This is an optimization exercise on Yosys and OpenROAD, whose aim is small area, a short achievable clock period and few clock cycles per item, not a production implementation. Only simulation tests tie the RTL to the original design; equivalence was not proved.

==> design.v <==
package sqrArithPkg;
   localparam int limbW     = 16;
   localparam int numLimbs  = 4;
   localparam int chunkW    = 8;
   localparam int numChunks = 8;
   localparam int opW       = 64;
   typedef logic [limbW-1:0]     limbT;
   typedef logic [opW-1:0]       operandT;
   typedef logic [2*opW-1:0]     productT;
   typedef logic [2*limbW-1:0]   partialT;
   typedef logic [opW-1:0]       residueT;
   typedef logic [opW:0]         foldSumT;
   typedef logic [numLimbs*numLimbs*2*limbW-1:0] partialArrayT;
   typedef logic [numChunks*opW-1:0]             residueVecT;
   localparam operandT modulus = 64'h0FFF_FFFF_FFFF_FFA3;
   function automatic residueT residueOf(input int unsigned chunk, input int unsigned e);
      logic [opW:0] acc;
      acc = chunk % modulus;
      for (int i = 0; i < e; i++)
      begin
         acc = acc << 1;
         if (acc >= modulus)
         begin
            acc = acc - modulus;
         end
      end
      residueOf = acc[opW-1:0];
   endfunction
   localparam residueT overflowResidue = residueOf(1, opW);
endpackage
package sqrCtrlPkg;
   typedef enum logic [2:0]
   {
      Idle,
      Multiply,
      Accumulate,
      Lookup,
      Fold,
      FoldExtra,
      Writeback
   } sqrStateT;
   typedef struct packed
   {
      logic loadOp;
      logic capPartial;
      logic capColumn;
      logic capLookup;
      logic capFold;
      logic capExtra;
      logic writeOp;
   } phaseCtrlT;
endpackage
`timescale 1ns/1ps
module partialProductArray
(
   input  logic                      clk_sq,
   input  sqrCtrlPkg::phaseCtrlT     phase,
   input  sqrArithPkg::operandT      operand,
   output sqrArithPkg::partialArrayT partials
);
   sqrArithPkg::limbT         limbs [sqrArithPkg::numLimbs];
   sqrArithPkg::partialArrayT partialsNext;
   always_comb
   begin
      for (int l = 0; l < sqrArithPkg::numLimbs; l++)
      begin
         limbs[l] = operand[l*sqrArithPkg::limbW +: sqrArithPkg::limbW];
      end
   end
   always_comb
   begin
      for (int r = 0; r < sqrArithPkg::numLimbs; r++)
      begin
         for (int c = 0; c < sqrArithPkg::numLimbs; c++)
         begin
            partialsNext[(r*sqrArithPkg::numLimbs + c)*2*sqrArithPkg::limbW +: 2*sqrArithPkg::limbW] =
               limbs[r] * limbs[c];
         end
      end
   end
   always_ff @(posedge clk_sq)
   begin
      if (phase.capPartial)
      begin
         partials <= partialsNext;
      end
   end
endmodule
`timescale 1ns/1ps
module columnAccumulator
(
   input  logic                      clk_sq,
   input  sqrCtrlPkg::phaseCtrlT     phase,
   input  sqrArithPkg::partialArrayT partials,
   output sqrArithPkg::productT      product
);
   logic [sqrArithPkg::limbW+3:0] colSum [2*sqrArithPkg::numLimbs];
   logic [sqrArithPkg::limbW+3:0] colAcc;
   logic [3:0]                    colCarry;
   sqrArithPkg::productT          productNext;
   always_comb
   begin
      for (int k = 0; k < 2*sqrArithPkg::numLimbs; k++)
      begin
         colSum[k] = '0;
      end
      for (int r = 0; r < sqrArithPkg::numLimbs; r++)
      begin
         for (int c = 0; c < sqrArithPkg::numLimbs; c++)
         begin
            colSum[r+c] += partials[(r*sqrArithPkg::numLimbs + c)*2*sqrArithPkg::limbW
                                    +: sqrArithPkg::limbW];
            colSum[r+c+1] += partials[(r*sqrArithPkg::numLimbs + c)*2*sqrArithPkg::limbW
                                      + sqrArithPkg::limbW +: sqrArithPkg::limbW];
         end
      end
   end
   always_comb
   begin
      colCarry = '0;
      colAcc = '0;
      productNext = '0;
      for (int k = 0; k < 2*sqrArithPkg::numLimbs; k++)
      begin
         colAcc = colSum[k] + colCarry;
         productNext[k*sqrArithPkg::limbW +: sqrArithPkg::limbW] =
            colAcc[sqrArithPkg::limbW-1:0];
         colCarry = colAcc[sqrArithPkg::limbW+3:sqrArithPkg::limbW];
      end
   end
   always_ff @(posedge clk_sq)
   begin
      if (phase.capColumn)
      begin
         product <= productNext;
      end
   end
endmodule
`timescale 1ns/1ps
module foldTable
(
   input  logic                    clk_sq,
   input  sqrCtrlPkg::phaseCtrlT   phase,
   input  sqrArithPkg::operandT    highHalf,
   output sqrArithPkg::residueVecT residues
);
   sqrArithPkg::residueVecT lookupRes;
   for (genvar p = 0; p < sqrArithPkg::numChunks; p++)
   begin : chunkGen
      sqrArithPkg::residueT lut [0:2**sqrArithPkg::chunkW-1];
      if (p == 0) begin : rom0 initial $readmemh("foldrom0.hex", lut); end
      if (p == 1) begin : rom1 initial $readmemh("foldrom1.hex", lut); end
      if (p == 2) begin : rom2 initial $readmemh("foldrom2.hex", lut); end
      if (p == 3) begin : rom3 initial $readmemh("foldrom3.hex", lut); end
      if (p == 4) begin : rom4 initial $readmemh("foldrom4.hex", lut); end
      if (p == 5) begin : rom5 initial $readmemh("foldrom5.hex", lut); end
      if (p == 6) begin : rom6 initial $readmemh("foldrom6.hex", lut); end
      if (p == 7) begin : rom7 initial $readmemh("foldrom7.hex", lut); end
      assign lookupRes[p*sqrArithPkg::opW +: sqrArithPkg::opW] = lut[highHalf[p*sqrArithPkg::chunkW +: sqrArithPkg::chunkW]];
   end
   always_ff @(posedge clk_sq)
   begin
      if (phase.capLookup)
      begin
         residues <= lookupRes;
      end
   end
endmodule
`timescale 1ns/1ps
module foldReducer
(
   input  logic                    clk_sq,
   input  sqrCtrlPkg::phaseCtrlT   phase,
   input  sqrArithPkg::operandT    lowHalf,
   input  sqrArithPkg::residueVecT residues,
   output sqrArithPkg::operandT    folded,
   output logic                    foldOverflow
);
   sqrArithPkg::foldSumT foldSum;
   sqrArithPkg::foldSumT sumNext;
   sqrArithPkg::foldSumT extraNext;
   always_comb
   begin
      sumNext = {1'b0, lowHalf};
      for (int p = 0; p < sqrArithPkg::numChunks; p++)
      begin
         sumNext = sumNext + {1'b0, residues[p*sqrArithPkg::opW +: sqrArithPkg::opW]};
      end
   end
   assign extraNext = {1'b0, foldSum[sqrArithPkg::opW-1:0]}
                      + {1'b0, sqrArithPkg::overflowResidue};
   always_ff @(posedge clk_sq)
   begin
      if (phase.capFold)
      begin
         foldSum <= sumNext;
      end
      else if (phase.capExtra)
      begin
         foldSum <= extraNext;
      end
   end
   assign folded       = foldSum[sqrArithPkg::opW-1:0];
   assign foldOverflow = foldSum[sqrArithPkg::opW];
endmodule
`timescale 1ns/1ps
module operandReg
(
   input  logic                  clk_sq,
   input  sqrCtrlPkg::phaseCtrlT phase,
   input  sqrArithPkg::operandT  sqIn,
   input  sqrArithPkg::operandT  folded,
   output sqrArithPkg::operandT  operand
);
   always_ff @(posedge clk_sq)
   begin
      if (phase.loadOp)
      begin
         operand <= sqIn;
      end
      else if (phase.writeOp)
      begin
         operand <= folded;
      end
   end
endmodule
`timescale 1ns/1ps
module sqrSequencer
(
   input  logic                  clk_sq,
   input  logic                  reset_sq,
   input  logic                  start,
   input  logic                  foldOverflow,
   output sqrCtrlPkg::phaseCtrlT phase,
   output logic                  doneIter
);
   sqrCtrlPkg::sqrStateT state;
   sqrCtrlPkg::sqrStateT nextState;
   always_ff @(posedge clk_sq)
   begin
      if (reset_sq)
      begin
         state    <= sqrCtrlPkg::Idle;
         doneIter <= 1'b0;
      end
      else
      begin
         state    <= nextState;
         doneIter <= (state == sqrCtrlPkg::Writeback);
      end
   end
   always_comb
   begin
      nextState = state;
      case (state)
         sqrCtrlPkg::Idle:
         begin
            if (start)
            begin
               nextState = sqrCtrlPkg::Multiply;
            end
         end
         sqrCtrlPkg::Multiply:   nextState = sqrCtrlPkg::Accumulate;
         sqrCtrlPkg::Accumulate: nextState = sqrCtrlPkg::Lookup;
         sqrCtrlPkg::Lookup:     nextState = sqrCtrlPkg::Fold;
         sqrCtrlPkg::Fold:       nextState = sqrCtrlPkg::FoldExtra;
         sqrCtrlPkg::FoldExtra:  nextState = sqrCtrlPkg::Writeback;
         sqrCtrlPkg::Writeback:  nextState = sqrCtrlPkg::Multiply;
         default:                nextState = sqrCtrlPkg::Idle;
      endcase
   end
   always_comb
   begin
      phase            = '0;
      phase.loadOp     = (state == sqrCtrlPkg::Idle) && start;
      phase.capPartial = (state == sqrCtrlPkg::Multiply);
      phase.capColumn  = (state == sqrCtrlPkg::Accumulate);
      phase.capLookup  = (state == sqrCtrlPkg::Lookup);
      phase.capFold    = (state == sqrCtrlPkg::Fold);
      phase.capExtra   = (state == sqrCtrlPkg::FoldExtra) && foldOverflow;
      phase.writeOp    = (state == sqrCtrlPkg::Writeback);
   end
endmodule
`timescale 1ns/1ps
module sqrTop
(
   input  logic                 clk_sq,
   input  logic                 reset_sq,
   input  logic                 start,
   input  sqrArithPkg::operandT sqIn,
   output sqrArithPkg::operandT sqOut,
   output logic                 doneIter
);
   sqrCtrlPkg::phaseCtrlT     phase;
   sqrArithPkg::partialArrayT partials;
   sqrArithPkg::productT      product;
   sqrArithPkg::residueVecT   residues;
   sqrArithPkg::operandT      folded;
   logic                      foldOverflow;
   operandReg iOperandReg
   (
      .clk_sq  (clk_sq),
      .phase   (phase),
      .sqIn    (sqIn),
      .folded  (folded),
      .operand (sqOut)
   );
   partialProductArray iPartialProductArray
   (
      .clk_sq   (clk_sq),
      .phase    (phase),
      .operand  (sqOut),
      .partials (partials)
   );
   columnAccumulator iColumnAccumulator
   (
      .clk_sq   (clk_sq),
      .phase    (phase),
      .partials (partials),
      .product  (product)
   );
   foldTable iFoldTable
   (
      .clk_sq   (clk_sq),
      .phase    (phase),
      .highHalf (product[2*sqrArithPkg::opW-1:sqrArithPkg::opW]),
      .residues (residues)
   );
   foldReducer iFoldReducer
   (
      .clk_sq       (clk_sq),
      .phase        (phase),
      .lowHalf      (product[sqrArithPkg::opW-1:0]),
      .residues     (residues),
      .folded       (folded),
      .foldOverflow (foldOverflow)
   );
   sqrSequencer iSqrSequencer
   (
      .clk_sq       (clk_sq),
      .reset_sq     (reset_sq),
      .start        (start),
      .foldOverflow (foldOverflow),
      .phase        (phase),
      .doneIter     (doneIter)
   );
endmodule
==> foldrom0.hex <==
0000000000000000
00000000000005d0
0000000000000ba0
0000000000001170
0000000000001740
0000000000001d10
00000000000022e0
00000000000028b0
0000000000002e80
0000000000003450
0000000000003a20
0000000000003ff0
00000000000045c0
0000000000004b90
0000000000005160
0000000000005730
0000000000005d00
00000000000062d0
00000000000068a0
0000000000006e70
0000000000007440
0000000000007a10
0000000000007fe0
00000000000085b0
0000000000008b80
0000000000009150
0000000000009720
0000000000009cf0
000000000000a2c0
000000000000a890
000000000000ae60
000000000000b430
000000000000ba00
000000000000bfd0
000000000000c5a0
000000000000cb70
000000000000d140
000000000000d710
000000000000dce0
000000000000e2b0
000000000000e880
000000000000ee50
000000000000f420
000000000000f9f0
000000000000ffc0
0000000000010590
0000000000010b60
0000000000011130
0000000000011700
0000000000011cd0
00000000000122a0
0000000000012870
0000000000012e40
0000000000013410
00000000000139e0
0000000000013fb0
0000000000014580
0000000000014b50
0000000000015120
00000000000156f0
0000000000015cc0
0000000000016290
0000000000016860
0000000000016e30
0000000000017400
00000000000179d0
0000000000017fa0
0000000000018570
0000000000018b40
0000000000019110
00000000000196e0
0000000000019cb0
000000000001a280
000000000001a850
000000000001ae20
000000000001b3f0
000000000001b9c0
000000000001bf90
000000000001c560
000000000001cb30
000000000001d100
000000000001d6d0
000000000001dca0
000000000001e270
000000000001e840
000000000001ee10
000000000001f3e0
000000000001f9b0
000000000001ff80
0000000000020550
0000000000020b20
00000000000210f0
00000000000216c0
0000000000021c90
0000000000022260
0000000000022830
0000000000022e00
00000000000233d0
00000000000239a0
0000000000023f70
0000000000024540
0000000000024b10
00000000000250e0
00000000000256b0
0000000000025c80
0000000000026250
0000000000026820
0000000000026df0
00000000000273c0
0000000000027990
0000000000027f60
0000000000028530
0000000000028b00
00000000000290d0
00000000000296a0
0000000000029c70
000000000002a240
000000000002a810
000000000002ade0
000000000002b3b0
000000000002b980
000000000002bf50
000000000002c520
000000000002caf0
000000000002d0c0
000000000002d690
000000000002dc60
000000000002e230
000000000002e800
000000000002edd0
000000000002f3a0
000000000002f970
000000000002ff40
0000000000030510
0000000000030ae0
00000000000310b0
0000000000031680
0000000000031c50
0000000000032220
00000000000327f0
0000000000032dc0
0000000000033390
0000000000033960
0000000000033f30
0000000000034500
0000000000034ad0
00000000000350a0
0000000000035670
0000000000035c40
0000000000036210
00000000000367e0
0000000000036db0
0000000000037380
0000000000037950
0000000000037f20
00000000000384f0
0000000000038ac0
0000000000039090
0000000000039660
0000000000039c30
000000000003a200
000000000003a7d0
000000000003ada0
000000000003b370
000000000003b940
000000000003bf10
000000000003c4e0
000000000003cab0
000000000003d080
000000000003d650
000000000003dc20
000000000003e1f0
000000000003e7c0
000000000003ed90
000000000003f360
000000000003f930
000000000003ff00
00000000000404d0
0000000000040aa0
0000000000041070
0000000000041640
0000000000041c10
00000000000421e0
00000000000427b0
0000000000042d80
0000000000043350
0000000000043920
0000000000043ef0
00000000000444c0
0000000000044a90
0000000000045060
0000000000045630
0000000000045c00
00000000000461d0
00000000000467a0
0000000000046d70
0000000000047340
0000000000047910
0000000000047ee0
00000000000484b0
0000000000048a80
0000000000049050
0000000000049620
0000000000049bf0
000000000004a1c0
000000000004a790
000000000004ad60
000000000004b330
000000000004b900
000000000004bed0
000000000004c4a0
000000000004ca70
000000000004d040
000000000004d610
000000000004dbe0
000000000004e1b0
000000000004e780
000000000004ed50
000000000004f320
000000000004f8f0
000000000004fec0
0000000000050490
0000000000050a60
0000000000051030
0000000000051600
0000000000051bd0
00000000000521a0
0000000000052770
0000000000052d40
0000000000053310
00000000000538e0
0000000000053eb0
0000000000054480
0000000000054a50
0000000000055020
00000000000555f0
0000000000055bc0
0000000000056190
0000000000056760
0000000000056d30
0000000000057300
00000000000578d0
0000000000057ea0
0000000000058470
0000000000058a40
0000000000059010
00000000000595e0
0000000000059bb0
000000000005a180
000000000005a750
000000000005ad20
000000000005b2f0
000000000005b8c0
000000000005be90
000000000005c460
000000000005ca30
==> foldrom1.hex <==
0000000000000000
000000000005d000
00000000000ba000
0000000000117000
0000000000174000
00000000001d1000
000000000022e000
000000000028b000
00000000002e8000
0000000000345000
00000000003a2000
00000000003ff000
000000000045c000
00000000004b9000
0000000000516000
0000000000573000
00000000005d0000
000000000062d000
000000000068a000
00000000006e7000
0000000000744000
00000000007a1000
00000000007fe000
000000000085b000
00000000008b8000
0000000000915000
0000000000972000
00000000009cf000
0000000000a2c000
0000000000a89000
0000000000ae6000
0000000000b43000
0000000000ba0000
0000000000bfd000
0000000000c5a000
0000000000cb7000
0000000000d14000
0000000000d71000
0000000000dce000
0000000000e2b000
0000000000e88000
0000000000ee5000
0000000000f42000
0000000000f9f000
0000000000ffc000
0000000001059000
00000000010b6000
0000000001113000
0000000001170000
00000000011cd000
000000000122a000
0000000001287000
00000000012e4000
0000000001341000
000000000139e000
00000000013fb000
0000000001458000
00000000014b5000
0000000001512000
000000000156f000
00000000015cc000
0000000001629000
0000000001686000
00000000016e3000
0000000001740000
000000000179d000
00000000017fa000
0000000001857000
00000000018b4000
0000000001911000
000000000196e000
00000000019cb000
0000000001a28000
0000000001a85000
0000000001ae2000
0000000001b3f000
0000000001b9c000
0000000001bf9000
0000000001c56000
0000000001cb3000
0000000001d10000
0000000001d6d000
0000000001dca000
0000000001e27000
0000000001e84000
0000000001ee1000
0000000001f3e000
0000000001f9b000
0000000001ff8000
0000000002055000
00000000020b2000
000000000210f000
000000000216c000
00000000021c9000
0000000002226000
0000000002283000
00000000022e0000
000000000233d000
000000000239a000
00000000023f7000
0000000002454000
00000000024b1000
000000000250e000
000000000256b000
00000000025c8000
0000000002625000
0000000002682000
00000000026df000
000000000273c000
0000000002799000
00000000027f6000
0000000002853000
00000000028b0000
000000000290d000
000000000296a000
00000000029c7000
0000000002a24000
0000000002a81000
0000000002ade000
0000000002b3b000
0000000002b98000
0000000002bf5000
0000000002c52000
0000000002caf000
0000000002d0c000
0000000002d69000
0000000002dc6000
0000000002e23000
0000000002e80000
0000000002edd000
0000000002f3a000
0000000002f97000
0000000002ff4000
0000000003051000
00000000030ae000
000000000310b000
0000000003168000
00000000031c5000
0000000003222000
000000000327f000
00000000032dc000
0000000003339000
0000000003396000
00000000033f3000
0000000003450000
00000000034ad000
000000000350a000
0000000003567000
00000000035c4000
0000000003621000
000000000367e000
00000000036db000
0000000003738000
0000000003795000
00000000037f2000
000000000384f000
00000000038ac000
0000000003909000
0000000003966000
00000000039c3000
0000000003a20000
0000000003a7d000
0000000003ada000
0000000003b37000
0000000003b94000
0000000003bf1000
0000000003c4e000
0000000003cab000
0000000003d08000
0000000003d65000
0000000003dc2000
0000000003e1f000
0000000003e7c000
0000000003ed9000
0000000003f36000
0000000003f93000
0000000003ff0000
000000000404d000
00000000040aa000
0000000004107000
0000000004164000
00000000041c1000
000000000421e000
000000000427b000
00000000042d8000
0000000004335000
0000000004392000
00000000043ef000
000000000444c000
00000000044a9000
0000000004506000
0000000004563000
00000000045c0000
000000000461d000
000000000467a000
00000000046d7000
0000000004734000
0000000004791000
00000000047ee000
000000000484b000
00000000048a8000
0000000004905000
0000000004962000
00000000049bf000
0000000004a1c000
0000000004a79000
0000000004ad6000
0000000004b33000
0000000004b90000
0000000004bed000
0000000004c4a000
0000000004ca7000
0000000004d04000
0000000004d61000
0000000004dbe000
0000000004e1b000
0000000004e78000
0000000004ed5000
0000000004f32000
0000000004f8f000
0000000004fec000
0000000005049000
00000000050a6000
0000000005103000
0000000005160000
00000000051bd000
000000000521a000
0000000005277000
00000000052d4000
0000000005331000
000000000538e000
00000000053eb000
0000000005448000
00000000054a5000
0000000005502000
000000000555f000
00000000055bc000
0000000005619000
0000000005676000
00000000056d3000
0000000005730000
000000000578d000
00000000057ea000
0000000005847000
00000000058a4000
0000000005901000
000000000595e000
00000000059bb000
0000000005a18000
0000000005a75000
0000000005ad2000
0000000005b2f000
0000000005b8c000
0000000005be9000
0000000005c46000
0000000005ca3000
==> foldrom2.hex <==
0000000000000000
0000000005d00000
000000000ba00000
0000000011700000
0000000017400000
000000001d100000
0000000022e00000
0000000028b00000
000000002e800000
0000000034500000
000000003a200000
000000003ff00000
0000000045c00000
000000004b900000
0000000051600000
0000000057300000
000000005d000000
0000000062d00000
0000000068a00000
000000006e700000
0000000074400000
000000007a100000
000000007fe00000
0000000085b00000
000000008b800000
0000000091500000
0000000097200000
000000009cf00000
00000000a2c00000
00000000a8900000
00000000ae600000
00000000b4300000
00000000ba000000
00000000bfd00000
00000000c5a00000
00000000cb700000
00000000d1400000
00000000d7100000
00000000dce00000
00000000e2b00000
00000000e8800000
00000000ee500000
00000000f4200000
00000000f9f00000
00000000ffc00000
0000000105900000
000000010b600000
0000000111300000
0000000117000000
000000011cd00000
0000000122a00000
0000000128700000
000000012e400000
0000000134100000
0000000139e00000
000000013fb00000
0000000145800000
000000014b500000
0000000151200000
0000000156f00000
000000015cc00000
0000000162900000
0000000168600000
000000016e300000
0000000174000000
0000000179d00000
000000017fa00000
0000000185700000
000000018b400000
0000000191100000
0000000196e00000
000000019cb00000
00000001a2800000
00000001a8500000
00000001ae200000
00000001b3f00000
00000001b9c00000
00000001bf900000
00000001c5600000
00000001cb300000
00000001d1000000
00000001d6d00000
00000001dca00000
00000001e2700000
00000001e8400000
00000001ee100000
00000001f3e00000
00000001f9b00000
00000001ff800000
0000000205500000
000000020b200000
0000000210f00000
0000000216c00000
000000021c900000
0000000222600000
0000000228300000
000000022e000000
0000000233d00000
0000000239a00000
000000023f700000
0000000245400000
000000024b100000
0000000250e00000
0000000256b00000
000000025c800000
0000000262500000
0000000268200000
000000026df00000
0000000273c00000
0000000279900000
000000027f600000
0000000285300000
000000028b000000
0000000290d00000
0000000296a00000
000000029c700000
00000002a2400000
00000002a8100000
00000002ade00000
00000002b3b00000
00000002b9800000
00000002bf500000
00000002c5200000
00000002caf00000
00000002d0c00000
00000002d6900000
00000002dc600000
00000002e2300000
00000002e8000000
00000002edd00000
00000002f3a00000
00000002f9700000
00000002ff400000
0000000305100000
000000030ae00000
0000000310b00000
0000000316800000
000000031c500000
0000000322200000
0000000327f00000
000000032dc00000
0000000333900000
0000000339600000
000000033f300000
0000000345000000
000000034ad00000
0000000350a00000
0000000356700000
000000035c400000
0000000362100000
0000000367e00000
000000036db00000
0000000373800000
0000000379500000
000000037f200000
0000000384f00000
000000038ac00000
0000000390900000
0000000396600000
000000039c300000
00000003a2000000
00000003a7d00000
00000003ada00000
00000003b3700000
00000003b9400000
00000003bf100000
00000003c4e00000
00000003cab00000
00000003d0800000
00000003d6500000
00000003dc200000
00000003e1f00000
00000003e7c00000
00000003ed900000
00000003f3600000
00000003f9300000
00000003ff000000
0000000404d00000
000000040aa00000
0000000410700000
0000000416400000
000000041c100000
0000000421e00000
0000000427b00000
000000042d800000
0000000433500000
0000000439200000
000000043ef00000
0000000444c00000
000000044a900000
0000000450600000
0000000456300000
000000045c000000
0000000461d00000
0000000467a00000
000000046d700000
0000000473400000
0000000479100000
000000047ee00000
0000000484b00000
000000048a800000
0000000490500000
0000000496200000
000000049bf00000
00000004a1c00000
00000004a7900000
00000004ad600000
00000004b3300000
00000004b9000000
00000004bed00000
00000004c4a00000
00000004ca700000
00000004d0400000
00000004d6100000
00000004dbe00000
00000004e1b00000
00000004e7800000
00000004ed500000
00000004f3200000
00000004f8f00000
00000004fec00000
0000000504900000
000000050a600000
0000000510300000
0000000516000000
000000051bd00000
0000000521a00000
0000000527700000
000000052d400000
0000000533100000
0000000538e00000
000000053eb00000
0000000544800000
000000054a500000
0000000550200000
0000000555f00000
000000055bc00000
0000000561900000
0000000567600000
000000056d300000
0000000573000000
0000000578d00000
000000057ea00000
0000000584700000
000000058a400000
0000000590100000
0000000595e00000
000000059bb00000
00000005a1800000
00000005a7500000
00000005ad200000
00000005b2f00000
00000005b8c00000
00000005be900000
00000005c4600000
00000005ca300000
==> foldrom3.hex <==
0000000000000000
00000005d0000000
0000000ba0000000
0000001170000000
0000001740000000
0000001d10000000
00000022e0000000
00000028b0000000
0000002e80000000
0000003450000000
0000003a20000000
0000003ff0000000
00000045c0000000
0000004b90000000
0000005160000000
0000005730000000
0000005d00000000
00000062d0000000
00000068a0000000
0000006e70000000
0000007440000000
0000007a10000000
0000007fe0000000
00000085b0000000
0000008b80000000
0000009150000000
0000009720000000
0000009cf0000000
000000a2c0000000
000000a890000000
000000ae60000000
000000b430000000
000000ba00000000
000000bfd0000000
000000c5a0000000
000000cb70000000
000000d140000000
000000d710000000
000000dce0000000
000000e2b0000000
000000e880000000
000000ee50000000
000000f420000000
000000f9f0000000
000000ffc0000000
0000010590000000
0000010b60000000
0000011130000000
0000011700000000
0000011cd0000000
00000122a0000000
0000012870000000
0000012e40000000
0000013410000000
00000139e0000000
0000013fb0000000
0000014580000000
0000014b50000000
0000015120000000
00000156f0000000
0000015cc0000000
0000016290000000
0000016860000000
0000016e30000000
0000017400000000
00000179d0000000
0000017fa0000000
0000018570000000
0000018b40000000
0000019110000000
00000196e0000000
0000019cb0000000
000001a280000000
000001a850000000
000001ae20000000
000001b3f0000000
000001b9c0000000
000001bf90000000
000001c560000000
000001cb30000000
000001d100000000
000001d6d0000000
000001dca0000000
000001e270000000
000001e840000000
000001ee10000000
000001f3e0000000
000001f9b0000000
000001ff80000000
0000020550000000
0000020b20000000
00000210f0000000
00000216c0000000
0000021c90000000
0000022260000000
0000022830000000
0000022e00000000
00000233d0000000
00000239a0000000
0000023f70000000
0000024540000000
0000024b10000000
00000250e0000000
00000256b0000000
0000025c80000000
0000026250000000
0000026820000000
0000026df0000000
00000273c0000000
0000027990000000
0000027f60000000
0000028530000000
0000028b00000000
00000290d0000000
00000296a0000000
0000029c70000000
000002a240000000
000002a810000000
000002ade0000000
000002b3b0000000
000002b980000000
000002bf50000000
000002c520000000
000002caf0000000
000002d0c0000000
000002d690000000
000002dc60000000
000002e230000000
000002e800000000
000002edd0000000
000002f3a0000000
000002f970000000
000002ff40000000
0000030510000000
0000030ae0000000
00000310b0000000
0000031680000000
0000031c50000000
0000032220000000
00000327f0000000
0000032dc0000000
0000033390000000
0000033960000000
0000033f30000000
0000034500000000
0000034ad0000000
00000350a0000000
0000035670000000
0000035c40000000
0000036210000000
00000367e0000000
0000036db0000000
0000037380000000
0000037950000000
0000037f20000000
00000384f0000000
0000038ac0000000
0000039090000000
0000039660000000
0000039c30000000
000003a200000000
000003a7d0000000
000003ada0000000
000003b370000000
000003b940000000
000003bf10000000
000003c4e0000000
000003cab0000000
000003d080000000
000003d650000000
000003dc20000000
000003e1f0000000
000003e7c0000000
000003ed90000000
000003f360000000
000003f930000000
000003ff00000000
00000404d0000000
0000040aa0000000
0000041070000000
0000041640000000
0000041c10000000
00000421e0000000
00000427b0000000
0000042d80000000
0000043350000000
0000043920000000
0000043ef0000000
00000444c0000000
0000044a90000000
0000045060000000
0000045630000000
0000045c00000000
00000461d0000000
00000467a0000000
0000046d70000000
0000047340000000
0000047910000000
0000047ee0000000
00000484b0000000
0000048a80000000
0000049050000000
0000049620000000
0000049bf0000000
000004a1c0000000
000004a790000000
000004ad60000000
000004b330000000
000004b900000000
000004bed0000000
000004c4a0000000
000004ca70000000
000004d040000000
000004d610000000
000004dbe0000000
000004e1b0000000
000004e780000000
000004ed50000000
000004f320000000
000004f8f0000000
000004fec0000000
0000050490000000
0000050a60000000
0000051030000000
0000051600000000
0000051bd0000000
00000521a0000000
0000052770000000
0000052d40000000
0000053310000000
00000538e0000000
0000053eb0000000
0000054480000000
0000054a50000000
0000055020000000
00000555f0000000
0000055bc0000000
0000056190000000
0000056760000000
0000056d30000000
0000057300000000
00000578d0000000
0000057ea0000000
0000058470000000
0000058a40000000
0000059010000000
00000595e0000000
0000059bb0000000
000005a180000000
000005a750000000
000005ad20000000
000005b2f0000000
000005b8c0000000
000005be90000000
000005c460000000
000005ca30000000
==> foldrom4.hex <==
0000000000000000
000005d000000000
00000ba000000000
0000117000000000
0000174000000000
00001d1000000000
000022e000000000
000028b000000000
00002e8000000000
0000345000000000
00003a2000000000
00003ff000000000
000045c000000000
00004b9000000000
0000516000000000
0000573000000000
00005d0000000000
000062d000000000
000068a000000000
00006e7000000000
0000744000000000
00007a1000000000
00007fe000000000
000085b000000000
00008b8000000000
0000915000000000
0000972000000000
00009cf000000000
0000a2c000000000
0000a89000000000
0000ae6000000000
0000b43000000000
0000ba0000000000
0000bfd000000000
0000c5a000000000
0000cb7000000000
0000d14000000000
0000d71000000000
0000dce000000000
0000e2b000000000
0000e88000000000
0000ee5000000000
0000f42000000000
0000f9f000000000
0000ffc000000000
0001059000000000
00010b6000000000
0001113000000000
0001170000000000
00011cd000000000
000122a000000000
0001287000000000
00012e4000000000
0001341000000000
000139e000000000
00013fb000000000
0001458000000000
00014b5000000000
0001512000000000
000156f000000000
00015cc000000000
0001629000000000
0001686000000000
00016e3000000000
0001740000000000
000179d000000000
00017fa000000000
0001857000000000
00018b4000000000
0001911000000000
000196e000000000
00019cb000000000
0001a28000000000
0001a85000000000
0001ae2000000000
0001b3f000000000
0001b9c000000000
0001bf9000000000
0001c56000000000
0001cb3000000000
0001d10000000000
0001d6d000000000
0001dca000000000
0001e27000000000
0001e84000000000
0001ee1000000000
0001f3e000000000
0001f9b000000000
0001ff8000000000
0002055000000000
00020b2000000000
000210f000000000
000216c000000000
00021c9000000000
0002226000000000
0002283000000000
00022e0000000000
000233d000000000
000239a000000000
00023f7000000000
0002454000000000
00024b1000000000
000250e000000000
000256b000000000
00025c8000000000
0002625000000000
0002682000000000
00026df000000000
000273c000000000
0002799000000000
00027f6000000000
0002853000000000
00028b0000000000
000290d000000000
000296a000000000
00029c7000000000
0002a24000000000
0002a81000000000
0002ade000000000
0002b3b000000000
0002b98000000000
0002bf5000000000
0002c52000000000
0002caf000000000
0002d0c000000000
0002d69000000000
0002dc6000000000
0002e23000000000
0002e80000000000
0002edd000000000
0002f3a000000000
0002f97000000000
0002ff4000000000
0003051000000000
00030ae000000000
000310b000000000
0003168000000000
00031c5000000000
0003222000000000
000327f000000000
00032dc000000000
0003339000000000
0003396000000000
00033f3000000000
0003450000000000
00034ad000000000
000350a000000000
0003567000000000
00035c4000000000
0003621000000000
000367e000000000
00036db000000000
0003738000000000
0003795000000000
00037f2000000000
000384f000000000
00038ac000000000
0003909000000000
0003966000000000
00039c3000000000
0003a20000000000
0003a7d000000000
0003ada000000000
0003b37000000000
0003b94000000000
0003bf1000000000
0003c4e000000000
0003cab000000000
0003d08000000000
0003d65000000000
0003dc2000000000
0003e1f000000000
0003e7c000000000
0003ed9000000000
0003f36000000000
0003f93000000000
0003ff0000000000
000404d000000000
00040aa000000000
0004107000000000
0004164000000000
00041c1000000000
000421e000000000
000427b000000000
00042d8000000000
0004335000000000
0004392000000000
00043ef000000000
000444c000000000
00044a9000000000
0004506000000000
0004563000000000
00045c0000000000
000461d000000000
000467a000000000
00046d7000000000
0004734000000000
0004791000000000
00047ee000000000
000484b000000000
00048a8000000000
0004905000000000
0004962000000000
00049bf000000000
0004a1c000000000
0004a79000000000
0004ad6000000000
0004b33000000000
0004b90000000000
0004bed000000000
0004c4a000000000
0004ca7000000000
0004d04000000000
0004d61000000000
0004dbe000000000
0004e1b000000000
0004e78000000000
0004ed5000000000
0004f32000000000
0004f8f000000000
0004fec000000000
0005049000000000
00050a6000000000
0005103000000000
0005160000000000
00051bd000000000
000521a000000000
0005277000000000
00052d4000000000
0005331000000000
000538e000000000
00053eb000000000
0005448000000000
00054a5000000000
0005502000000000
000555f000000000
00055bc000000000
0005619000000000
0005676000000000
00056d3000000000
0005730000000000
000578d000000000
00057ea000000000
0005847000000000
00058a4000000000
0005901000000000
000595e000000000
00059bb000000000
0005a18000000000
0005a75000000000
0005ad2000000000
0005b2f000000000
0005b8c000000000
0005be9000000000
0005c46000000000
0005ca3000000000
==> foldrom5.hex <==
0000000000000000
0005d00000000000
000ba00000000000
0011700000000000
0017400000000000
001d100000000000
0022e00000000000
0028b00000000000
002e800000000000
0034500000000000
003a200000000000
003ff00000000000
0045c00000000000
004b900000000000
0051600000000000
0057300000000000
005d000000000000
0062d00000000000
0068a00000000000
006e700000000000
0074400000000000
007a100000000000
007fe00000000000
0085b00000000000
008b800000000000
0091500000000000
0097200000000000
009cf00000000000
00a2c00000000000
00a8900000000000
00ae600000000000
00b4300000000000
00ba000000000000
00bfd00000000000
00c5a00000000000
00cb700000000000
00d1400000000000
00d7100000000000
00dce00000000000
00e2b00000000000
00e8800000000000
00ee500000000000
00f4200000000000
00f9f00000000000
00ffc00000000000
0105900000000000
010b600000000000
0111300000000000
0117000000000000
011cd00000000000
0122a00000000000
0128700000000000
012e400000000000
0134100000000000
0139e00000000000
013fb00000000000
0145800000000000
014b500000000000
0151200000000000
0156f00000000000
015cc00000000000
0162900000000000
0168600000000000
016e300000000000
0174000000000000
0179d00000000000
017fa00000000000
0185700000000000
018b400000000000
0191100000000000
0196e00000000000
019cb00000000000
01a2800000000000
01a8500000000000
01ae200000000000
01b3f00000000000
01b9c00000000000
01bf900000000000
01c5600000000000
01cb300000000000
01d1000000000000
01d6d00000000000
01dca00000000000
01e2700000000000
01e8400000000000
01ee100000000000
01f3e00000000000
01f9b00000000000
01ff800000000000
0205500000000000
020b200000000000
0210f00000000000
0216c00000000000
021c900000000000
0222600000000000
0228300000000000
022e000000000000
0233d00000000000
0239a00000000000
023f700000000000
0245400000000000
024b100000000000
0250e00000000000
0256b00000000000
025c800000000000
0262500000000000
0268200000000000
026df00000000000
0273c00000000000
0279900000000000
027f600000000000
0285300000000000
028b000000000000
0290d00000000000
0296a00000000000
029c700000000000
02a2400000000000
02a8100000000000
02ade00000000000
02b3b00000000000
02b9800000000000
02bf500000000000
02c5200000000000
02caf00000000000
02d0c00000000000
02d6900000000000
02dc600000000000
02e2300000000000
02e8000000000000
02edd00000000000
02f3a00000000000
02f9700000000000
02ff400000000000
0305100000000000
030ae00000000000
0310b00000000000
0316800000000000
031c500000000000
0322200000000000
0327f00000000000
032dc00000000000
0333900000000000
0339600000000000
033f300000000000
0345000000000000
034ad00000000000
0350a00000000000
0356700000000000
035c400000000000
0362100000000000
0367e00000000000
036db00000000000
0373800000000000
0379500000000000
037f200000000000
0384f00000000000
038ac00000000000
0390900000000000
0396600000000000
039c300000000000
03a2000000000000
03a7d00000000000
03ada00000000000
03b3700000000000
03b9400000000000
03bf100000000000
03c4e00000000000
03cab00000000000
03d0800000000000
03d6500000000000
03dc200000000000
03e1f00000000000
03e7c00000000000
03ed900000000000
03f3600000000000
03f9300000000000
03ff000000000000
0404d00000000000
040aa00000000000
0410700000000000
0416400000000000
041c100000000000
0421e00000000000
0427b00000000000
042d800000000000
0433500000000000
0439200000000000
043ef00000000000
0444c00000000000
044a900000000000
0450600000000000
0456300000000000
045c000000000000
0461d00000000000
0467a00000000000
046d700000000000
0473400000000000
0479100000000000
047ee00000000000
0484b00000000000
048a800000000000
0490500000000000
0496200000000000
049bf00000000000
04a1c00000000000
04a7900000000000
04ad600000000000
04b3300000000000
04b9000000000000
04bed00000000000
04c4a00000000000
04ca700000000000
04d0400000000000
04d6100000000000
04dbe00000000000
04e1b00000000000
04e7800000000000
04ed500000000000
04f3200000000000
04f8f00000000000
04fec00000000000
0504900000000000
050a600000000000
0510300000000000
0516000000000000
051bd00000000000
0521a00000000000
0527700000000000
052d400000000000
0533100000000000
0538e00000000000
053eb00000000000
0544800000000000
054a500000000000
0550200000000000
0555f00000000000
055bc00000000000
0561900000000000
0567600000000000
056d300000000000
0573000000000000
0578d00000000000
057ea00000000000
0584700000000000
058a400000000000
0590100000000000
0595e00000000000
059bb00000000000
05a1800000000000
05a7500000000000
05ad200000000000
05b2f00000000000
05b8c00000000000
05be900000000000
05c4600000000000
05ca300000000000
==> foldrom6.hex <==
0000000000000000
05d0000000000000
0ba0000000000000
017000000000005d
074000000000005d
0d1000000000005d
02e00000000000ba
08b00000000000ba
0e800000000000ba
0450000000000117
0a20000000000117
0ff0000000000117
05c0000000000174
0b90000000000174
01600000000001d1
07300000000001d1
0d000000000001d1
02d000000000022e
08a000000000022e
0e7000000000022e
044000000000028b
0a1000000000028b
0fe000000000028b
05b00000000002e8
0b800000000002e8
0150000000000345
0720000000000345
0cf0000000000345
02c00000000003a2
08900000000003a2
0e600000000003a2
04300000000003ff
0a000000000003ff
0fd00000000003ff
05a000000000045c
0b7000000000045c
01400000000004b9
07100000000004b9
0ce00000000004b9
02b0000000000516
0880000000000516
0e50000000000516
0420000000000573
09f0000000000573
0fc0000000000573
05900000000005d0
0b600000000005d0
013000000000062d
070000000000062d
0cd000000000062d
02a000000000068a
087000000000068a
0e4000000000068a
04100000000006e7
09e00000000006e7
0fb00000000006e7
0580000000000744
0b50000000000744
01200000000007a1
06f00000000007a1
0cc00000000007a1
02900000000007fe
08600000000007fe
0e300000000007fe
040000000000085b
09d000000000085b
0fa000000000085b
05700000000008b8
0b400000000008b8
0110000000000915
06e0000000000915
0cb0000000000915
0280000000000972
0850000000000972
0e20000000000972
03f00000000009cf
09c00000000009cf
0f900000000009cf
0560000000000a2c
0b30000000000a2c
0100000000000a89
06d0000000000a89
0ca0000000000a89
0270000000000ae6
0840000000000ae6
0e10000000000ae6
03e0000000000b43
09b0000000000b43
0f80000000000b43
0550000000000ba0
0b20000000000ba0
00f0000000000bfd
06c0000000000bfd
0c90000000000bfd
0260000000000c5a
0830000000000c5a
0e00000000000c5a
03d0000000000cb7
09a0000000000cb7
0f70000000000cb7
0540000000000d14
0b10000000000d14
00e0000000000d71
06b0000000000d71
0c80000000000d71
0250000000000dce
0820000000000dce
0df0000000000dce
03c0000000000e2b
0990000000000e2b
0f60000000000e2b
0530000000000e88
0b00000000000e88
00d0000000000ee5
06a0000000000ee5
0c70000000000ee5
0240000000000f42
0810000000000f42
0de0000000000f42
03b0000000000f9f
0980000000000f9f
0f50000000000f9f
0520000000000ffc
0af0000000000ffc
00c0000000001059
0690000000001059
0c60000000001059
02300000000010b6
08000000000010b6
0dd00000000010b6
03a0000000001113
0970000000001113
0f40000000001113
0510000000001170
0ae0000000001170
00b00000000011cd
06800000000011cd
0c500000000011cd
022000000000122a
07f000000000122a
0dc000000000122a
0390000000001287
0960000000001287
0f30000000001287
05000000000012e4
0ad00000000012e4
00a0000000001341
0670000000001341
0c40000000001341
021000000000139e
07e000000000139e
0db000000000139e
03800000000013fb
09500000000013fb
0f200000000013fb
04f0000000001458
0ac0000000001458
00900000000014b5
06600000000014b5
0c300000000014b5
0200000000001512
07d0000000001512
0da0000000001512
037000000000156f
094000000000156f
0f1000000000156f
04e00000000015cc
0ab00000000015cc
0080000000001629
0650000000001629
0c20000000001629
01f0000000001686
07c0000000001686
0d90000000001686
03600000000016e3
09300000000016e3
0f000000000016e3
04d0000000001740
0aa0000000001740
007000000000179d
064000000000179d
0c1000000000179d
01e00000000017fa
07b00000000017fa
0d800000000017fa
0350000000001857
0920000000001857
0ef0000000001857
04c00000000018b4
0a900000000018b4
0060000000001911
0630000000001911
0c00000000001911
01d000000000196e
07a000000000196e
0d7000000000196e
03400000000019cb
09100000000019cb
0ee00000000019cb
04b0000000001a28
0a80000000001a28
0050000000001a85
0620000000001a85
0bf0000000001a85
01c0000000001ae2
0790000000001ae2
0d60000000001ae2
0330000000001b3f
0900000000001b3f
0ed0000000001b3f
04a0000000001b9c
0a70000000001b9c
0040000000001bf9
0610000000001bf9
0be0000000001bf9
01b0000000001c56
0780000000001c56
0d50000000001c56
0320000000001cb3
08f0000000001cb3
0ec0000000001cb3
0490000000001d10
0a60000000001d10
0030000000001d6d
0600000000001d6d
0bd0000000001d6d
01a0000000001dca
0770000000001dca
0d40000000001dca
0310000000001e27
08e0000000001e27
0eb0000000001e27
0480000000001e84
0a50000000001e84
0020000000001ee1
05f0000000001ee1
0bc0000000001ee1
0190000000001f3e
0760000000001f3e
0d30000000001f3e
0300000000001f9b
08d0000000001f9b
0ea0000000001f9b
0470000000001ff8
0a40000000001ff8
0010000000002055
05e0000000002055
0bb0000000002055
01800000000020b2
07500000000020b2
0d200000000020b2
02f000000000210f
08c000000000210f
0e9000000000210f
046000000000216c
0a3000000000216c
==> foldrom7.hex <==
0000000000000000
00000000000021c9
0000000000004392
000000000000655b
0000000000008724
000000000000a8ed
000000000000cab6
000000000000ec7f
0000000000010e48
0000000000013011
00000000000151da
00000000000173a3
000000000001956c
000000000001b735
000000000001d8fe
000000000001fac7
0000000000021c90
0000000000023e59
0000000000026022
00000000000281eb
000000000002a3b4
000000000002c57d
000000000002e746
000000000003090f
0000000000032ad8
0000000000034ca1
0000000000036e6a
0000000000039033
000000000003b1fc
000000000003d3c5
000000000003f58e
0000000000041757
0000000000043920
0000000000045ae9
0000000000047cb2
0000000000049e7b
000000000004c044
000000000004e20d
00000000000503d6
000000000005259f
0000000000054768
0000000000056931
0000000000058afa
000000000005acc3
000000000005ce8c
000000000005f055
000000000006121e
00000000000633e7
00000000000655b0
0000000000067779
0000000000069942
000000000006bb0b
000000000006dcd4
000000000006fe9d
0000000000072066
000000000007422f
00000000000763f8
00000000000785c1
000000000007a78a
000000000007c953
000000000007eb1c
0000000000080ce5
0000000000082eae
0000000000085077
0000000000087240
0000000000089409
000000000008b5d2
000000000008d79b
000000000008f964
0000000000091b2d
0000000000093cf6
0000000000095ebf
0000000000098088
000000000009a251
000000000009c41a
000000000009e5e3
00000000000a07ac
00000000000a2975
00000000000a4b3e
00000000000a6d07
00000000000a8ed0
00000000000ab099
00000000000ad262
00000000000af42b
00000000000b15f4
00000000000b37bd
00000000000b5986
00000000000b7b4f
00000000000b9d18
00000000000bbee1
00000000000be0aa
00000000000c0273
00000000000c243c
00000000000c4605
00000000000c67ce
00000000000c8997
00000000000cab60
00000000000ccd29
00000000000ceef2
00000000000d10bb
00000000000d3284
00000000000d544d
00000000000d7616
00000000000d97df
00000000000db9a8
00000000000ddb71
00000000000dfd3a
00000000000e1f03
00000000000e40cc
00000000000e6295
00000000000e845e
00000000000ea627
00000000000ec7f0
00000000000ee9b9
00000000000f0b82
00000000000f2d4b
00000000000f4f14
00000000000f70dd
00000000000f92a6
00000000000fb46f
00000000000fd638
00000000000ff801
00000000001019ca
0000000000103b93
0000000000105d5c
0000000000107f25
000000000010a0ee
000000000010c2b7
000000000010e480
0000000000110649
0000000000112812
00000000001149db
0000000000116ba4
0000000000118d6d
000000000011af36
000000000011d0ff
000000000011f2c8
0000000000121491
000000000012365a
0000000000125823
00000000001279ec
0000000000129bb5
000000000012bd7e
000000000012df47
0000000000130110
00000000001322d9
00000000001344a2
000000000013666b
0000000000138834
000000000013a9fd
000000000013cbc6
000000000013ed8f
0000000000140f58
0000000000143121
00000000001452ea
00000000001474b3
000000000014967c
000000000014b845
000000000014da0e
000000000014fbd7
0000000000151da0
0000000000153f69
0000000000156132
00000000001582fb
000000000015a4c4
000000000015c68d
000000000015e856
0000000000160a1f
0000000000162be8
0000000000164db1
0000000000166f7a
0000000000169143
000000000016b30c
000000000016d4d5
000000000016f69e
0000000000171867
0000000000173a30
0000000000175bf9
0000000000177dc2
0000000000179f8b
000000000017c154
000000000017e31d
00000000001804e6
00000000001826af
0000000000184878
0000000000186a41
0000000000188c0a
000000000018add3
000000000018cf9c
000000000018f165
000000000019132e
00000000001934f7
00000000001956c0
0000000000197889
0000000000199a52
000000000019bc1b
000000000019dde4
000000000019ffad
00000000001a2176
00000000001a433f
00000000001a6508
00000000001a86d1
00000000001aa89a
00000000001aca63
00000000001aec2c
00000000001b0df5
00000000001b2fbe
00000000001b5187
00000000001b7350
00000000001b9519
00000000001bb6e2
00000000001bd8ab
00000000001bfa74
00000000001c1c3d
00000000001c3e06
00000000001c5fcf
00000000001c8198
00000000001ca361
00000000001cc52a
00000000001ce6f3
00000000001d08bc
00000000001d2a85
00000000001d4c4e
00000000001d6e17
00000000001d8fe0
00000000001db1a9
00000000001dd372
00000000001df53b
00000000001e1704
00000000001e38cd
00000000001e5a96
00000000001e7c5f
00000000001e9e28
00000000001ebff1
00000000001ee1ba
00000000001f0383
00000000001f254c
00000000001f4715
00000000001f68de
00000000001f8aa7
00000000001fac70
00000000001fce39
00000000001ff002
00000000002011cb
0000000000203394
000000000020555d
0000000000207726
00000000002098ef
000000000020bab8
000000000020dc81
000000000020fe4a
0000000000212013
00000000002141dc
00000000002163a5
000000000021856e
000000000021a737
==> run.sh <==
#!/bin/bash
# synth_recipe.tcl (not shown) runs the flow's synth.tcl, then flattens the netlist and writes it again
# the make line also repeats each setting of config.mk as NAME=value (left out here)
make -C /OpenROAD-flow-scripts/flow DESIGN_CONFIG=/design/flow/config.mk WORK_HOME=/design/flow/orfs CLKGATE_MAP_FILE= SYNTH_SCRIPT=/design/flow/synth_recipe.tcl finish
==> config.mk <==
export PLATFORM = sky130hd
export DESIGN_NAME = sqrTop
export DESIGN_NICKNAME = sqrTop
export VERILOG_FILES = /design/flow/design.v
export SDC_FILE = /design/flow/constraint.sdc
export NUM_CORES = 4
export LEC_CHECK = 0
export CAP_MARGIN = 20
export CORE_MARGIN = 2
export CORE_UTILIZATION = 40
export SLEW_MARGIN = 20
export SYNTH_MEMORY_MAX_BITS = 16384
==> constraint.sdc <==
create_clock -name core_clock -period 20.0 [get_ports {clk_sq}]
set_input_delay 4.0000 -clock core_clock [delete_from_list [all_inputs] [get_ports {clk_sq}]]
set_output_delay 4.0000 -clock core_clock [all_outputs]
set_load 0.01 [all_outputs]
==> results.txt <==
-- metrics by stage --
stage | cells | instance area, um2
after floorplan | 15400 | 138000
after global placement | 19500 | 144000
after detailed placement | 19500 | 144000
after CTS | 19600 | 147000
after global routing | 19600 | 147000
final | 19600 | 147000
-- Yosys cell counts, drive strengths merged, types with 25 or more instances --
| library cell | number |
|---|---|
| a211oi | 106 |
| o21ai | 630 |
| a31oi | 89 |
| inv | 2774 |
| fa | 2098 |
| and2 | 615 |
| clkbuf | 751 |
| o31ai | 44 |
| mux4 | 50 |
| or3 | 25 |
| o211ai | 94 |
| xor2 | 198 |
| nand2 | 1841 |
| o21a | 79 |
| mux2i | 37 |
| nor3 | 150 |
| o221ai | 35 |
| o311ai | 35 |
| xnor2 | 428 |
| and3 | 69 |
| o21bai | 94 |
| nor2 | 886 |
| a21o | 208 |
| edfxtp | 706 |
| a311oi | 28 |
| nand2b | 99 |
| ha | 1488 |
| or2 | 32 |
| nor2b | 82 |
| nand3 | 159 |
| buf | 92 |
| nand4 | 45 |
| a21oi | 760 |
| o22ai | 63 |
| a221oi | 38 |
| mux2 | 72 |
-- routing by layer --
metal | vias up | track usage (%) | wire length [um]
met1 | 53900 | 34.9 | 188000
met4 | 30 | 9.88 | 20200
li1 | 48800 | - | -
met3 | 759 | 4.82 | 39600
met5 | - | 0 | 198
met2 | 4174 | 38.8 | 192000
-- final cells by class --
type	count	area, um2
clock inverter	65	802
sequential	710	21300
timing repair buffer	390	3380
inverter	2794	10500
clock buffer	97	2210
multi-input combinational	11000	103000
fill	33800	196000
tap	4557	5700
antenna	17	42.5
-- worst register-to-register path: cells and delay by family, from the launching register on --
family	cells	cell delay, ns
AO/OA/AOI/OAI	53	9.74
XOR/XNOR	5	0.74
adder cells (fa/ha/maj)	16	6.02
buffers and inverters	3	0.38
flip-flops	1	0.39
AND/OR/NAND/NOR	11	1.55
-- worst max path at each step --
stage,from,to,slack (ns)
6_report,iPartialProductArray.partials[17]$_DFFE_PN_,iColumnAccumulator.product[126]$_DFFE_PN_,0.90
5_1_grt,iPartialProductArray.partials[129]$_DFFE_PN_,iColumnAccumulator.product[126]$_DFFE_PN_,-0.06
4_1_cts,iPartialProductArray.partials[17]$_DFFE_PN_,iColumnAccumulator.product[126]$_DFFE_PN_,0.001
3_5_place_dp,iPartialProductArray.partials[17]$_DFFE_PN_,iColumnAccumulator.product[126]$_DFFE_PN_,-0.06
3_3_place_gp,iPartialProductArray.partials[17]$_DFFE_PN_,iColumnAccumulator.product[124]$_DFFE_PN_,-0.003
2_1_floorplan,iPartialProductArray.partials[129]$_DFFE_PN_,iColumnAccumulator.product[124]$_DFFE_PN_,2.08
-- sequential cells by signal (all words and copies together), names as in the netlist --
signal / count
iSqrSequencer.doneIter: 1
iOperandReg.operand: 64
iSqrSequencer.state: 3
iColumnAccumulator.product: 127
iFoldReducer.foldSum: 65
iPartialProductArray.partials: 316
iFoldTable.residues: 134
-- logic make-up after synthesis --
kind of cell    Yosys count  share of synthesized area [%]
simple gates           4090                           13.4
fa+ha+maj              3586                           43.9
mux                     159                           1.67
flops                   710                           15.4
compound gates         2551                           11.7
xor+xnor                626                           3.97
buf+inv                3638                           9.91
-- timing repair --
| item | 4_1_cts | 5_1_grt |
|---|---|---|
| setup buffers | 0 | 5 |
| pin swaps | 0 | 15 |
| gates resized for setup | 3 | 32 |
| endpoints found under the setup margin | 9 | 16 |
| hold buffers | 0 | 0 |
==> impl_metrics.json <==
{
  "core_area_mm2": 0.343,
  "reg2reg_slack_ns": 0.90,
  "wl_per_cell_um": 22.4,
  "synthArstFlopShare_pct": 0,
  "fin_ws_ns": 0.900,
  "synth-edff-count": 706,
  "end_kind": "flip-flop",
  "ios": 132,
  "clock_path_buffers": 3,
  "yosysSeqAreaShare_pct": 15.4,
  "syn_area_mm2": 0.138,
  "path_max_fanout": 4,
  "setup_viol": 0,
  "dieArea_mm2": 0.350,
  "synth_cell_types": 107,
  "post-route-period-util_pct": 95.5,
  "drtAntennaViolNets": 0,
  "drv_slew": 0,
  "cts_tree": "built",
  "period_needed_ns": 19.10,
  "ys.flop_type": "edfxtp_1",
  "cp.depth": 88,
  "rr_endpoint": "iColumnAccumulator.product[126]$_DFFE_PN_",
  "drt_iter0_markers": 10400,
  "antenna_found_initial": 51,
  "root_buffer": "clkbuf_16",
  "critPathBufInv": 3,
  "crit_family": "compound AO/OA/AOI/OAI gates",
  "grt_use_total_pct": 25.2,
  "finClkSkew_ns": 0.0758,
  "rr_startpoint": "iPartialProductArray.partials[17]$_DFFE_PN_",
  "holdPathEnd": "iColumnAccumulator.product[4]$_DFFE_PN_",
  "clock-sinks": 710,
  "cap_violations": 0,
  "required_ns": 20.47,
  "globalRouteOverflowTotal": 0,
  "clk_pin_slew_worst_paths_ns": 0.06,
  "yosys_warnings": 8,
  "slowest_delay_ns": 0.55,
  "htree_num_levels": 3,
  "synthTopCellsByArea": "fa_1 30%, edfxtp_1 15%, ha_1 13%",
  "nets": 18600,
  "synthCells": 15400,
  "syn_area_per_cell_um2": 8.99,
  "path_class": "reg2reg",
  "holdPathStages": 0,
  "cp-start-kind": "flip-flop",
  "synth_nets": 19000,
  "hold_viol": 0,
  "setup-tns-final_ns": 0,
  "synth_top_area_share_pct": 30.4,
  "drtPass1Iterations": 9,
  "ys_seq_elements": 710,
  "ff2ff_path_depth": 88,
  "hold_start": "iPartialProductArray.partials[4]$_DFFE_PN_",
  "die_x_um": 592,
  "rows": 215,
  "die_y_um": 592,
  "post-place-ws_ns": -0.0583,
  "hold_path_class": "reg2reg",
  "final_cell_mix": "2771 x inv_1, 2098 x fa_1, 1841 x nand2_1, 1487 x ha_1, 880 x nor2_1",
  "cts_buffers": 87,
  "clk_latency_ns": 0.78,
  "slew_headroom_pct": 24.8,
  "status": "no timing/DRC/antenna violations",
  "critPathArrivalTime_ns": 19.57,
  "crit_path_frequent_cell": "a21oi_2",
  "grt_max_degree": 144,
  "hpwl_um": 336000,
  "drc": 0,
  "tightest_slew_ns": 1.12,
  "wl_um": 440000,
  "drive_gt1_share_pct": 4.35,
  "areaGrowthSynthToFinish_pct": 6.61,
  "grt_pass1_vias": 107000,
  "vias_per_cell": 5.48,
  "gp_congestion": 0.945,
  "whs_ns": 0.413,
  "grt_pass1_wl_um": 666000,
  "max_freq_mhz": 52.4,
  "via_count": 108000,
  "utilization_pct": 42.9,
  "cp_slowest_cell": "fa_1",
  "layout_commonest_cell": "inv_1",
  "start_util_pct": 40.2,
  "io_buffers": 131,
  "synth_top_cell_by_area": "fa_1"
}
Testbench counts, summed over its fixed seeds: cycles 9,344, items 1,536.

==> afterwards: timing with drivers on the ports <==
The flow's constraints put no driver on any port. The routed layout listed below was extracted and timed again, unchanged, in two steps.
Step 1 sets driving cells, clkbuf_16 on the clock port and buf_2 on the other inputs (assumed; they add their load-dependent delay and slew).
Step 2 adds t to the input delays and takes it off the output delays; t is the mean of the earliest and latest rising clock arrival at the registers after step 1. Input paths then give back, and output paths get back, about the clock's delay inside the block.
Three values: no drivers, after step 1, after step 2; two values: the first two.
t (ns): 0.849
setup WS [ns]: 0.900 / 0.900 / 0.900
hold slack, ns: 0.413 / 0.413 / 0.413
worst setup path after step 2: register to register
After both steps setup and hold are still met in this run. The setup slack of this run moves by 0.000 ns with the drivers and by 0.000 ns with both steps.
